What follows belongs to an exercise in optimizing a design on an open flow for small area, a short achievable clock period and few clock cycles; a production flow would make more cautious choices. The RTL was checked by simulation tests, not by an equivalence proof against the original design. Power and IR drop assume default switching activity.

==> flow/design.v <==
`timescale 1ns/1ps
module sample_capture (
    input  logic        clk,
    input  logic        rst_n,
    input  logic [11:0] adc_i_i,
    input  logic [11:0] adc_q_i,
    input  logic        adc_valid_i,
    input  logic        cfg_enable_i,
    input  logic        cfg_mode_i,
    output logic        adc_ready_o,
    output logic [7*15-1:0]  bus_i_o,
    output logic [7*15-1:0]  bus_q_o,
    output logic        m7_o,
    output logic        wrap_pass_o,
    output logic        flush_o,
    output logic        first_add_o,
    output logic        tap_valid_o,
    output logic [6:0]  tap_bin_o,
    output logic        tap_last_o
);
    logic [4:0] fl_cnt_q, fl_cnt_d;
    logic       flush_q, flush_d;
    logic       cap_q, cap_d;
    logic       m7_q, m7_d;
    logic [6:0] n_q, n_d;
    logic [6:0] cnt_q, cnt_d;
    logic       addlast_q, addlast_d;
    logic       first_add_q;
    logic       out_q, out_d;
    logic [6:0] obin_q, obin_d;
    logic       ready_q, ready_d;
    logic [2:0] vcnt_q;
    logic       accept_r, last_r, flush_r, m7_r, wrap_r, first_add_r;
    logic       tap_valid_r, tap_last_r;
    logic [6:0] tap_bin_r;
    logic [6:0] lm1, lm1_d;
    logic       out_last;
    logic       accept;
    logic       first;
    logic       last;
    logic       smode;
    assign adc_ready_o = cfg_enable_i && ready_q;
    assign accept      = adc_valid_i && adc_ready_o;
    assign first       = accept && !cap_q;
    assign lm1         = m7_q ? 7'd126 : 7'd30;
    assign last        = accept && cap_q && (n_q == lm1);
    assign smode       = cap_q ? m7_q : cfg_mode_i;
    assign out_last    = out_q && (obin_q == lm1);
    always_comb begin
        flush_d  = flush_q && (fl_cnt_q != 5'd15);
        fl_cnt_d = flush_q ? fl_cnt_q + 1'b1 : fl_cnt_q;
        cap_d    = first ? 1'b1 : (last ? 1'b0 : cap_q);
        m7_d     = first ? cfg_mode_i : m7_q;
        n_d      = first ? 7'd1 : (accept ? n_q + 1'b1 : n_q);
        cnt_d    = (accept || cnt_q == lm1) ? 7'd0 : cnt_q + 1'b1;
        addlast_d = last;
        if (addlast_q) begin
            out_d  = 1'b1;
            obin_d = 7'd0;
        end else begin
            out_d  = out_q && (obin_q != lm1);
            obin_d = out_q ? obin_q + 1'b1 : obin_q;
        end
        lm1_d   = m7_d ? 7'd126 : 7'd30;
        ready_d = (cap_d && cnt_d == 7'd0) ||
                  (!cap_d && !addlast_d && (!out_d || obin_d == lm1_d) &&
                   (!flush_d || fl_cnt_d == 5'd15));
    end
    always_ff @(posedge clk or negedge rst_n) begin
        if (!rst_n) begin
            fl_cnt_q    <= '0;
            flush_q     <= 1'b1;
            cap_q       <= 1'b0;
            m7_q        <= 1'b0;
            n_q         <= '0;
            cnt_q       <= '0;
            addlast_q   <= 1'b0;
            first_add_q <= 1'b0;
            out_q       <= 1'b0;
            obin_q      <= '0;
            ready_q     <= 1'b0;
            vcnt_q      <= '0;
            accept_r    <= 1'b0;
            last_r      <= 1'b0;
            flush_r     <= 1'b1;
            m7_r        <= 1'b0;
            wrap_r      <= 1'b0;
            first_add_r <= 1'b0;
            tap_valid_r <= 1'b0;
            tap_last_r  <= 1'b0;
            tap_bin_r   <= '0;
        end else begin
            fl_cnt_q    <= fl_cnt_d;
            flush_q     <= flush_d;
            cap_q       <= cap_d;
            m7_q        <= m7_d;
            n_q         <= n_d;
            cnt_q       <= cnt_d;
            addlast_q   <= addlast_d;
            first_add_q <= first;
            out_q       <= out_d;
            obin_q      <= obin_d;
            ready_q     <= ready_d;
            vcnt_q      <= last_r ? 3'd3 : (vcnt_q != 3'd0 ? vcnt_q - 1'b1 : 3'd0);
            accept_r    <= accept;
            last_r      <= last;
            flush_r     <= flush_q;
            m7_r        <= m7_q;
            wrap_r      <= cap_q || addlast_q;
            first_add_r <= first_add_q;
            tap_valid_r <= out_q;
            tap_last_r  <= out_last;
            tap_bin_r   <= obin_q;
        end
    end
    logic [11:0] ui_r, uq_r;
    always_ff @(posedge clk) begin
        ui_r <= {~adc_i_i[11], adc_i_i[10:0]};
        uq_r <= {~adc_q_i[11], adc_q_i[10:0]};
    end
    logic [11:0] ui, uq;
    assign ui = accept_r ? ui_r : 12'd0;
    assign uq = accept_r ? uq_r : 12'd0;
    logic        step;
    assign step  = accept_r || (vcnt_q != 3'd0);
    logic [11:0] p1i_q, p1q_q;
    logic [12:0] p2i_q, p2q_q;
    logic [13:0] p3i_q, p3q_q;
    logic [11:0] w1i, w1q;
    logic [12:0] w2i, w2q;
    logic [13:0] w3i, w3q, w4i, w4q;
    assign w1i = ui;
    assign w1q = uq;
    assign w2i = {1'b0, ui} + {1'b0, p1i_q};
    assign w2q = {1'b0, uq} + {1'b0, p1q_q};
    assign w3i = {2'b0, ui} + {1'b0, p2i_q};
    assign w3q = {2'b0, uq} + {1'b0, p2q_q};
    assign w4i = {2'b0, ui} + p3i_q;
    assign w4q = {2'b0, uq} + p3q_q;
    always_ff @(posedge clk) begin
        if (step) begin
            p1i_q <= w1i; p2i_q <= w2i; p3i_q <= w3i;
            p1q_q <= w1q; p2q_q <= w2q; p3q_q <= w3q;
        end else if (flush_r) begin
            p1i_q <= '0; p2i_q <= '0; p3i_q <= '0;
            p1q_q <= '0; p2q_q <= '0; p3q_q <= '0;
        end
    end
    logic [14:0] wzi [5], wzq [5];
    assign wzi[0] = '0;              assign wzq[0] = '0;
    assign wzi[1] = {3'b0, w1i};     assign wzq[1] = {3'b0, w1q};
    assign wzi[2] = {2'b0, w2i};     assign wzq[2] = {2'b0, w2q};
    assign wzi[3] = {1'b0, w3i};     assign wzq[3] = {1'b0, w3q};
    assign wzi[4] = {1'b0, w4i};     assign wzq[4] = {1'b0, w4q};
    logic [5*15-1:0] bus_i_q, bus_q_q;
    always_ff @(posedge clk) begin
        for (int k = 1; k <= 4; k++) begin
            bus_i_q[k*15 +: 15] <= step ? wzi[k] : 15'd0;
            bus_q_q[k*15 +: 15] <= step ? wzq[k] : 15'd0;
        end
    end
    assign bus_i_o = {30'd0, bus_i_q[5*15-1:15], 15'd0};
    assign bus_q_o = {30'd0, bus_q_q[5*15-1:15], 15'd0};
    assign m7_o        = m7_r;
    assign wrap_pass_o = wrap_r;
    assign flush_o     = flush_r;
    assign first_add_o = first_add_r;
    assign tap_valid_o = tap_valid_r;
    assign tap_bin_o   = tap_bin_r;
    assign tap_last_o  = tap_last_r;
endmodule
`timescale 1ns/1ps
`timescale 1ns/1ps
`timescale 1ns/1ps
module corr_engine #(
    parameter int W = 18
) (
    input  logic          clk,
    input  logic [7*15-1:0]  bus_i,
    input  logic [7*15-1:0]  bus_q,
    input  logic          m7_i,
    input  logic          wrap_pass_i,
    input  logic          flush_i,
    output logic [W-1:0]  tap_i_o,
    output logic [W-1:0]  tap_q_o
);
    localparam logic [1015:0] TAB = 1016'h00000000000000720000007400710000007400000000007400710000007300000000007200000073007100000072000000710071000072000000000071000000007400000000007300007200007200007100007100710000710000000071000000000300000130000210010000100110000000024000007200710001002100;
    localparam int K1 = 6;
    localparam int K2 = 12;
    logic [127*W-1:0] ri, rq;
    logic [126:0]     p1i, p1q, p2i, p2q;
    genvar d, b;
    generate
        for (d = 0; d < 127; d++) begin : g_pos
            localparam int J  = (d == 126) ? 0 : d + 1;
            localparam int BA = TAB[8*J +: 4];
            localparam int BB = TAB[8*J+4 +: 4];
            logic [14:0]  bi, bq;
            logic [W-1:0] vi, vq;
            logic [W-1:0] si, sq;
            logic         c1i, c1q, c2i, c2q;
            logic [W-1:0] ni, nq;
            logic         n1i, n1q, n2i, n2q;
            assign vi = ri[J*W +: W];
            assign vq = rq[J*W +: W];
            if (BA != 0 || BB != 0) begin : g_add
                if (BB == 7) begin : g_both
                    assign bi = bus_i[BA*15 +: 15];
                    assign bq = bus_q[BA*15 +: 15];
                end else begin : g_gated
                    assign bi = (m7_i ? bus_i[BA*15 +: 15] : 15'd0) | (m7_i ? 15'd0 : bus_i[BB*15 +: 15]);
                    assign bq = (m7_i ? bus_q[BA*15 +: 15] : 15'd0) | (m7_i ? 15'd0 : bus_q[BB*15 +: 15]);
                end
                logic [W:0] kci, kcq;
                for (b = 0; b < W; b++) begin : g_bit
                    logic xi, xq, cini, cinq, hi_, hq_;
                    assign xi   = (b < 15) ? bi[b] : 1'b0;
                    assign xq   = (b < 15) ? bq[b] : 1'b0;
                    assign cini = (b == 0) ? 1'b0 : (b == K1) ? p1i[J] : (b == K2) ? p2i[J] : kci[b];
                    assign cinq = (b == 0) ? 1'b0 : (b == K1) ? p1q[J] : (b == K2) ? p2q[J] : kcq[b];
                    assign hi_  = vi[b] ^ xi;
                    assign hq_  = vq[b] ^ xq;
                    assign si[b]    = hi_ ^ cini;
                    assign sq[b]    = hq_ ^ cinq;
                    assign kci[b+1] = (vi[b] & xi) | (cini & hi_);
                    assign kcq[b+1] = (vq[b] & xq) | (cinq & hq_);
                end
                assign kci[0] = 1'b0;
                assign kcq[0] = 1'b0;
                assign c1i = kci[K1];
                assign c1q = kcq[K1];
                assign c2i = kci[K2];
                assign c2q = kcq[K2];
            end else begin : g_pass
                assign si  = vi;
                assign sq  = vq;
                assign c1i = p1i[J];
                assign c1q = p1q[J];
                assign c2i = p2i[J];
                assign c2q = p2q[J];
            end
            if (d == 126) begin : g_wrap7
                logic keep;
                assign keep = m7_i && wrap_pass_i;
                assign ni  = keep ? si : '0;
                assign nq  = keep ? sq : '0;
                assign n1i = keep & c1i;
                assign n1q = keep & c1q;
                assign n2i = keep & c2i;
                assign n2q = keep & c2q;
            end else if (d == 30) begin : g_wrap5
                logic w5;
                assign w5  = wrap_pass_i && !m7_i;
                assign ni  = m7_i ? si : (w5 ? ri[0 +: W] : '0);
                assign nq  = m7_i ? sq : (w5 ? rq[0 +: W] : '0);
                assign n1i = m7_i ? c1i : (w5 & p1i[0]);
                assign n1q = m7_i ? c1q : (w5 & p1q[0]);
                assign n2i = m7_i ? c2i : (w5 & p2i[0]);
                assign n2q = m7_i ? c2q : (w5 & p2q[0]);
            end else if (d == 110 || d == 94 || d == 78 || d == 62 || d == 46 || d == 14) begin : g_clr
                logic keep;
                if (d == 14) begin : g_f
                    assign keep = !flush_i;
                end else begin : g_m
                    assign keep = m7_i;
                end
                assign ni  = keep ? si : '0;
                assign nq  = keep ? sq : '0;
                assign n1i = keep & c1i;
                assign n1q = keep & c1q;
                assign n2i = keep & c2i;
                assign n2q = keep & c2q;
            end else begin : g_plain
                assign ni  = si;
                assign nq  = sq;
                assign n1i = c1i;
                assign n1q = c1q;
                assign n2i = c2i;
                assign n2q = c2q;
            end
            always_ff @(posedge clk) begin
                ri[d*W +: W] <= ni;
                rq[d*W +: W] <= nq;
                p1i[d]       <= n1i;
                p1q[d]       <= n1q;
                p2i[d]       <= n2i;
                p2q[d]       <= n2q;
            end
        end
    endgenerate
    assign tap_i_o = ri[0 +: W] + {{(W-K2-1){1'b0}}, p2i[0], {(K2-K1-1){1'b0}}, p1i[0], {K1{1'b0}}};
    assign tap_q_o = rq[0 +: W] + {{(W-K2-1){1'b0}}, p2q[0], {(K2-K1-1){1'b0}}, p1q[0], {K1{1'b0}}};
endmodule
`timescale 1ns/1ps
module peak_detector (
    input  logic                        clk,
    input  logic                        rst_n,
    input  logic [19:0]                 c_i_i,
    input  logic [19:0]                 c_q_i,
    input  logic [7-1:0]     bin_i,
    input  logic                        valid_i,
    input  logic                        last_i,
    input  logic [24-1:0]      cfg_threshold_i,
    output logic signed [24-1:0] corr_i_o,
    output logic signed [24-1:0] corr_q_o,
    output logic [7-1:0]     corr_bin_o,
    output logic                        corr_valid_o,
    output logic                        corr_last_o,
    output logic [24-1:0]      det_mag_o,
    output logic [7-1:0]     det_bin_o,
    output logic                        det_valid_o,
    output logic [16-1:0]  det_count_o
);
    logic [18:0] ri_q, rq_q;
    logic [19:0]        mag_q;
    logic [19:0]        ai, aq;
    logic               hit;
    assign ai = c_i_i ^ {20{c_i_i[19]}};
    assign aq = c_q_i ^ {20{c_q_i[19]}};
    always_ff @(posedge clk) begin
        ri_q       <= c_i_i[18:0];
        rq_q       <= c_q_i[18:0];
        mag_q      <= ai + aq + {19'd0, c_i_i[19]} + {19'd0, c_q_i[19]};
        corr_bin_o <= bin_i;
        corr_last_o <= last_i;
    end
    always_ff @(posedge clk or negedge rst_n) begin
        if (!rst_n) corr_valid_o <= 1'b0;
        else        corr_valid_o <= valid_i;
    end
    assign corr_i_o = {{5{ri_q[18]}}, ri_q};
    assign corr_q_o = {{5{rq_q[18]}}, rq_q};
    assign hit = corr_valid_o && ({4'd0, mag_q} > cfg_threshold_i);
    always_ff @(posedge clk or negedge rst_n) begin
        if (!rst_n) begin
            det_valid_o <= 1'b0;
            det_count_o <= '0;
        end else begin
            det_valid_o <= hit;
            if (hit) det_count_o <= det_count_o + 1'b1;
        end
    end
    always_ff @(posedge clk) begin
        det_mag_o <= {4'd0, mag_q};
        det_bin_o <= corr_bin_o;
    end
endmodule
`timescale 1ns/1ps
module prbs_corr_top (
    input  logic                       clk,
    input  logic                       rst_n,
    input  logic signed [12-1:0] adc_i_i,
    input  logic signed [12-1:0] adc_q_i,
    input  logic                       adc_valid_i,
    output logic                       adc_ready_o,
    input  logic                       cfg_enable_i,
    input  logic                       cfg_mode_i,
    input  logic [24-1:0]     cfg_threshold_i,
    output logic signed [24-1:0] corr_i_o,
    output logic signed [24-1:0] corr_q_o,
    output logic [7-1:0]    corr_bin_o,
    output logic                       corr_valid_o,
    output logic                       corr_last_o,
    output logic [24-1:0]     det_mag_o,
    output logic [7-1:0]    det_bin_o,
    output logic                       det_valid_o,
    output logic [16-1:0] det_count_o
);
    localparam int W = 18;
    logic [7*15-1:0]  bus_i, bus_q;
    logic        m7, wrap_pass, flush, first_add;
    logic        tap_valid, tap_last;
    logic [6:0]  tap_bin;
    logic [W-1:0] tap_i, tap_q;
    sample_capture u_sample_capture (
        .clk          (clk),
        .rst_n        (rst_n),
        .adc_i_i      (adc_i_i),
        .adc_q_i      (adc_q_i),
        .adc_valid_i  (adc_valid_i),
        .cfg_enable_i (cfg_enable_i),
        .cfg_mode_i   (cfg_mode_i),
        .adc_ready_o  (adc_ready_o),
        .bus_i_o      (bus_i),
        .bus_q_o      (bus_q),
        .m7_o         (m7),
        .wrap_pass_o  (wrap_pass),
        .flush_o      (flush),
        .first_add_o  (first_add),
        .tap_valid_o  (tap_valid),
        .tap_bin_o    (tap_bin),
        .tap_last_o   (tap_last)
    );
    corr_engine #(.W(W)) u_corr_engine (
        .clk         (clk),
        .bus_i       (bus_i),
        .bus_q       (bus_q),
        .m7_i        (m7),
        .wrap_pass_i (wrap_pass),
        .flush_i     (flush),
        .tap_i_o     (tap_i),
        .tap_q_o     (tap_q)
    );
    logic [18:0] s_i_q, s_q_q;
    always_ff @(posedge clk) begin
        s_i_q <= (first_add ? 19'd0 : s_i_q) + {7'd0, bus_i[15 +: 12]};
        s_q_q <= (first_add ? 19'd0 : s_q_q) + {7'd0, bus_q[15 +: 12]};
    end
    logic [19:0] c_i_q, c_q_q;
    logic [6:0]  c_bin_q;
    logic        c_last_q;
    logic        c_valid_q;
    always_ff @(posedge clk) begin
        c_i_q    <= {1'b0, s_i_q} - {1'b0, tap_i, 1'b0} - 20'd2048;
        c_q_q    <= {1'b0, s_q_q} - {1'b0, tap_q, 1'b0} - 20'd2048;
        c_bin_q  <= tap_bin;
        c_last_q <= tap_last;
    end
    always_ff @(posedge clk or negedge rst_n) begin
        if (!rst_n) c_valid_q <= 1'b0;
        else        c_valid_q <= tap_valid;
    end
    peak_detector u_peak_detector (
        .clk             (clk),
        .rst_n           (rst_n),
        .c_i_i           (c_i_q),
        .c_q_i           (c_q_q),
        .bin_i           (c_bin_q),
        .valid_i         (c_valid_q),
        .last_i          (c_last_q),
        .cfg_threshold_i (cfg_threshold_i),
        .corr_i_o        (corr_i_o),
        .corr_q_o        (corr_q_o),
        .corr_bin_o      (corr_bin_o),
        .corr_valid_o    (corr_valid_o),
        .corr_last_o     (corr_last_o),
        .det_mag_o       (det_mag_o),
        .det_bin_o       (det_bin_o),
        .det_valid_o     (det_valid_o),
        .det_count_o     (det_count_o)
    );
endmodule
==> flow/run.sh <==
#!/bin/bash
# synth_recipe.tcl (not shown) runs the flow's synth.tcl, then flattens the netlist and writes it again
# the make line also repeats each setting of config.mk as NAME=value (left out here)
make -C /OpenROAD-flow-scripts/flow DESIGN_CONFIG=/design/flow/config.mk WORK_HOME=/design/flow/orfs CLKGATE_MAP_FILE= SYNTH_SCRIPT=/design/flow/synth_recipe.tcl finish
==> flow/config.mk <==
export PLATFORM = sky130hd
export DESIGN_NAME = prbs_corr_top
export DESIGN_NICKNAME = prbs_corr_top
export VERILOG_FILES = /design/flow/design.v
export SDC_FILE = /design/flow/constraint.sdc
export NUM_CORES = 4
export LEC_CHECK = 0
export CAP_MARGIN = 20
export CORE_MARGIN = 2
export CORE_UTILIZATION = 65
export CTS_CLUSTER_DIAMETER = 150
export CTS_CLUSTER_SIZE = 20
export PLACE_DENSITY = 0.76
export SETUP_SLACK_MARGIN = 4.5
export SLEW_MARGIN = 20
==> flow/constraint.sdc <==
create_clock -name core_clock -period 8.0 [get_ports {clk}]
set_input_delay 1.6000 -clock core_clock [delete_from_list [all_inputs] [get_ports {clk}]]
set_output_delay 1.6000 -clock core_clock [all_outputs]
set_load 0.01 [all_outputs]
==> impl_metrics.yaml <==
floorplanning:
  ioPinCount: 159
  rows: 179
  initial_core_util: 0.652
  core_area_mm2: 0.237
  die_x_um: 492
  die-area_mm2: 0.242
  die_h_um: 492
timing:
  fin_setup_tns_ns: 0
  finalHoldViolations: 0
  max_slew_margin: 0.273
  setup_viol_count_final: 0
  rsz0062_at_grt: "yes"
  min_period_ns: 3.53
  max_freq_mhz: 283
  skew_ns: 0.0723
  slew_viol_final: 0
  fin_ws_ns: 4.47
  worst_pin_slew_ns: 1.09
  fin_crit_sh: 0.442
setup_path:
  r2r_slack_ns: 4.47
  worstPathRequired_ns: 8.81
  crit-reg2reg-launch: "u_sample_capture.bus_q_q[36]"
  r2r-end: "u_corr_engine.rq[875]"
  critPathKind: "flop to flop"
  worst_ep_arrival_time_ns: 4.34
  end_kind: "flop"
  startpoint_type: "flop"
  r2r_cells: 7
  crit_fanout: 6
cts:
  clk_path_buf_depth: 4
  htreeDepth: 5
  clk_latency_ns: 0.95
  ctsHoldBuffers: 0
  path_clk_slew_ns: 0.08
  cts_buffers: 326
  cts-root-buf: "clkbuf_16"
  clkSinkCount: 5536
  tritoncts: "built"
synth:
  synth_cell_types: 78
  netlist.area_leader.share: 0.698
  async_reset_ff_frac: 0.0125
  ys_seq_area_frac: 0.724
  ys.warnings.count: 6
  synth_area_leader_cell: "dfxtp_1"
  syn_avg_cell_area_um2: 15.2
  syn-cell-area_mm2: 0.155
  ys_seq_elements: 5536
  synth-edff-count: 78
  syn_inst: 10200
  synthTopCellsByArea: "dfxtp_1 (70%), fa_1 (12%), ha_1 (5.2%)"
  synth_ff_type: "dfxtp_1"
detailed_routing:
  drc: 0
  drt-total-wl_um: 264000
  wl_per_cell_um: 19.0
  via_per_inst: 4.81
  vias: 66600
  ant_nets: 0
  first_pass_iters: 6
  drt-initial-drc-count: 3222
min_path:
  hp-class: "flop to flop"
  worstHoldPathCells: 0
  hold_path.startpoint: "u_corr_engine.rq[797]"
  hold_path_end: "u_corr_engine.rq[779]"
outcome:
  outcome: "complete, no violations"
grt:
  grt.total_usage: 0.223
  grt_overflow: 0
  grt_pass1_wl_um: 412000
  grt_pass1_vias: 73700
  grt_max_degree: 88
  antenna_found_initial: 12
finish:
  layout-drive-gt1-share: 0.0596
  syn_to_final_growth_pct: 9.69
  final_nets: 12300
  design_area_mm2: 0.170
  fill_cells: 14800
place:
  place_area_mm2: 0.160
  port-buffer-count: 154
  place_ws_ns: 3.57
  gp_congestion: 0.846
  post-dp-hpwl_um: 173000
power:
  ir_drop_mv: 0.273
  p_per_area_mw_per_mm2: 370
  p_leak_nw: 77.1
flow_run:
  maxCapViolations: 0
[cells in the mapped netlist, drive strengths merged, types with 29 or more instances]
cell / number
dfxtp: 5389
inv: 1195
fa: 929
ha: 646
and2: 293
nor2: 188
xor2: 178
nand2: 160
nor2b: 143
o21ai: 104
a21oi: 102
xnor2: 101
clkbuf: 81
edfxtp: 78
nand2b: 69
dfrtp: 67
and3: 65
nand3: 49
nor3: 43
o21a: 29
[cell usage in the layout, fill, tap and decap left out, drive strengths merged, types with 101 or more instances in the layout]
master and n:
nor2 188, and2 293, xor2 178, nor2b 143
o21ai 104, dfxtp 5389, fa 929, a21oi 102
xnor2 101, nand2 160, ha 646, clkbuf 371
inv 1195
[worst max-delay path: stages, from the launching register on]
cell     delay, ns
dfxtp_4       0.41
buf_4         0.20
fa_1          0.47
fa_2          0.43
fa_1          0.46
fa_1          0.49
fa_1          0.48
fa_1          0.50
[through the flow]
| step | total power, mW | cells | utilization | hold WS (ns) |
|---|---|---|---|---|
| floorplan | 43.2 | 10200 | - | 0.310 |
| global placement | 46.4 | 13400 | 0.674 | 0.310 |
| detailed placement | 47.0 | 13400 | 0.674 | 0.312 |
| CTS | 63.0 | 13800 | 0.713 | 0.285 |
| global route | 65.9 | 13800 | 0.715 | 0.287 |
| finish | 62.7 | 13800 | 0.715 | 0.291 |
[power by group]
part	internal (mW)	switching (mW)	total, mW	leakage [nW]
clock	7.48	8.22	15.7	4.17
sequential	35.0	2.82	37.9	45.8
combinational	4.02	5.15	9.17	27.1
[flip-flops by register name, indices dropped and copies added, names as in the netlist, 16 cells and up]
name,count
c_i_q,20
c_q_q,20
s_i_q,19
s_q_q,19
u_corr_engine.p1i,127
u_corr_engine.p1q,127
u_corr_engine.p2i,127
u_corr_engine.p2q,127
u_corr_engine.ri,2286
u_corr_engine.rq,2286
u_peak_detector.det_count_o,16
u_peak_detector.det_mag_o,20
u_peak_detector.mag_q,20
u_peak_detector.ri_q,19
u_peak_detector.rq_q,19
u_sample_capture.bus_i_q,53
u_sample_capture.bus_q_q,53
[logic make-up (layout without fill, tap and decap cells)]
family,after synthesis,after routing,share of synthesized area
XOR/XNOR,279,279,0.0158
flip-flops,5536,5536,0.724
other,1,8,0.0000243
AND/OR/NAND/NOR,1069,1069,0.0371
AO/OA/AOI/OAI,391,391,0.0168
buffers and inverters,1302,1799,0.0320
multiplexers,23,23,0.00167
adder cells (fa/ha/maj),1575,1575,0.173
[metal layers]
metal | GRT usage | vias up | routed length (µm)
met5 | 0 | - | 0
met3 | 0.0264 | 499 | 7750
met1 | 0.286 | 33200 | 112000
met4 | 0.0686 | 0 | 8470
li1 | - | 31900 | -
met2 | 0.395 | 951 | 135000
[what timing repair did]
| action | CTS | global route |
|---|---|---|
| pin swaps | 1 | 9 |
| gates cloned | 4 | 5 |
| setup buffers | 29 | 14 |
| gates resized for setup | 159 | 99 |
| setup endpoints to repair | 373 | 110 |
[area by class of cell]
type	instances	area [µm²]	share of cell area
Sequential cell	5536	112000	0.660
Multi-Input combinational cell	3341	38100	0.225
Clock buffer	366	8440	0.0497
Inverter	1195	4500	0.0265
Tap cell	3167	3960	0.0234
Timing Repair Buffer	232	2490	0.0147
Clock inverter	6	81.3	0.000479
Antenna cell	4	10.0	0.0000590
[worst max-delay path by stage]
stage / startpoint / to / cells after the start
global route: u_sample_capture.m7_r / u_corr_engine.rq[5] / 13
detailed placement: u_sample_capture.m7_r / u_corr_engine.ri[263] / 12
finish: u_sample_capture.bus_q_q[36] / u_corr_engine.rq[875] / 7
global placement: u_sample_capture.m7_r / u_corr_engine.ri[263] / 12
CTS: u_sample_capture.m7_r / u_corr_engine.ri[263] / 13
floorplan: u_sample_capture.m7_r / u_corr_engine.ri[11] / 12
Testbench counts, summed over its fixed seeds: cycles 6,948.

==> separate check: timing with driven ports <==
How much do the figures lean on ideal ports? The routed layout below was timed once more, with nothing changed but the port constraints. Step 1: set_driving_cell puts a clkbuf_16 on clk and a buf_2 on each other input, an assumption about the parent block. Step 2 times the ports against the registers' clock, not the clock port: input delays grow and output delays shrink by t, the midpoint of the rising clock arrivals with the driver on. a / b / c = ideal ports / drivers / drivers and shift; a / b = the first two.
t (ns): 1.002
slack for setup (ns): 4.465 / 4.419 / 3.943
slew at the worst register clock pin (ns): 0.09 / 0.09
cell pins on the clock port's net: 1
After both steps this run still meets setup and hold. For this run, drivers alone change the setup slack by -0.046 ns; drivers and shift together by -0.522 ns.
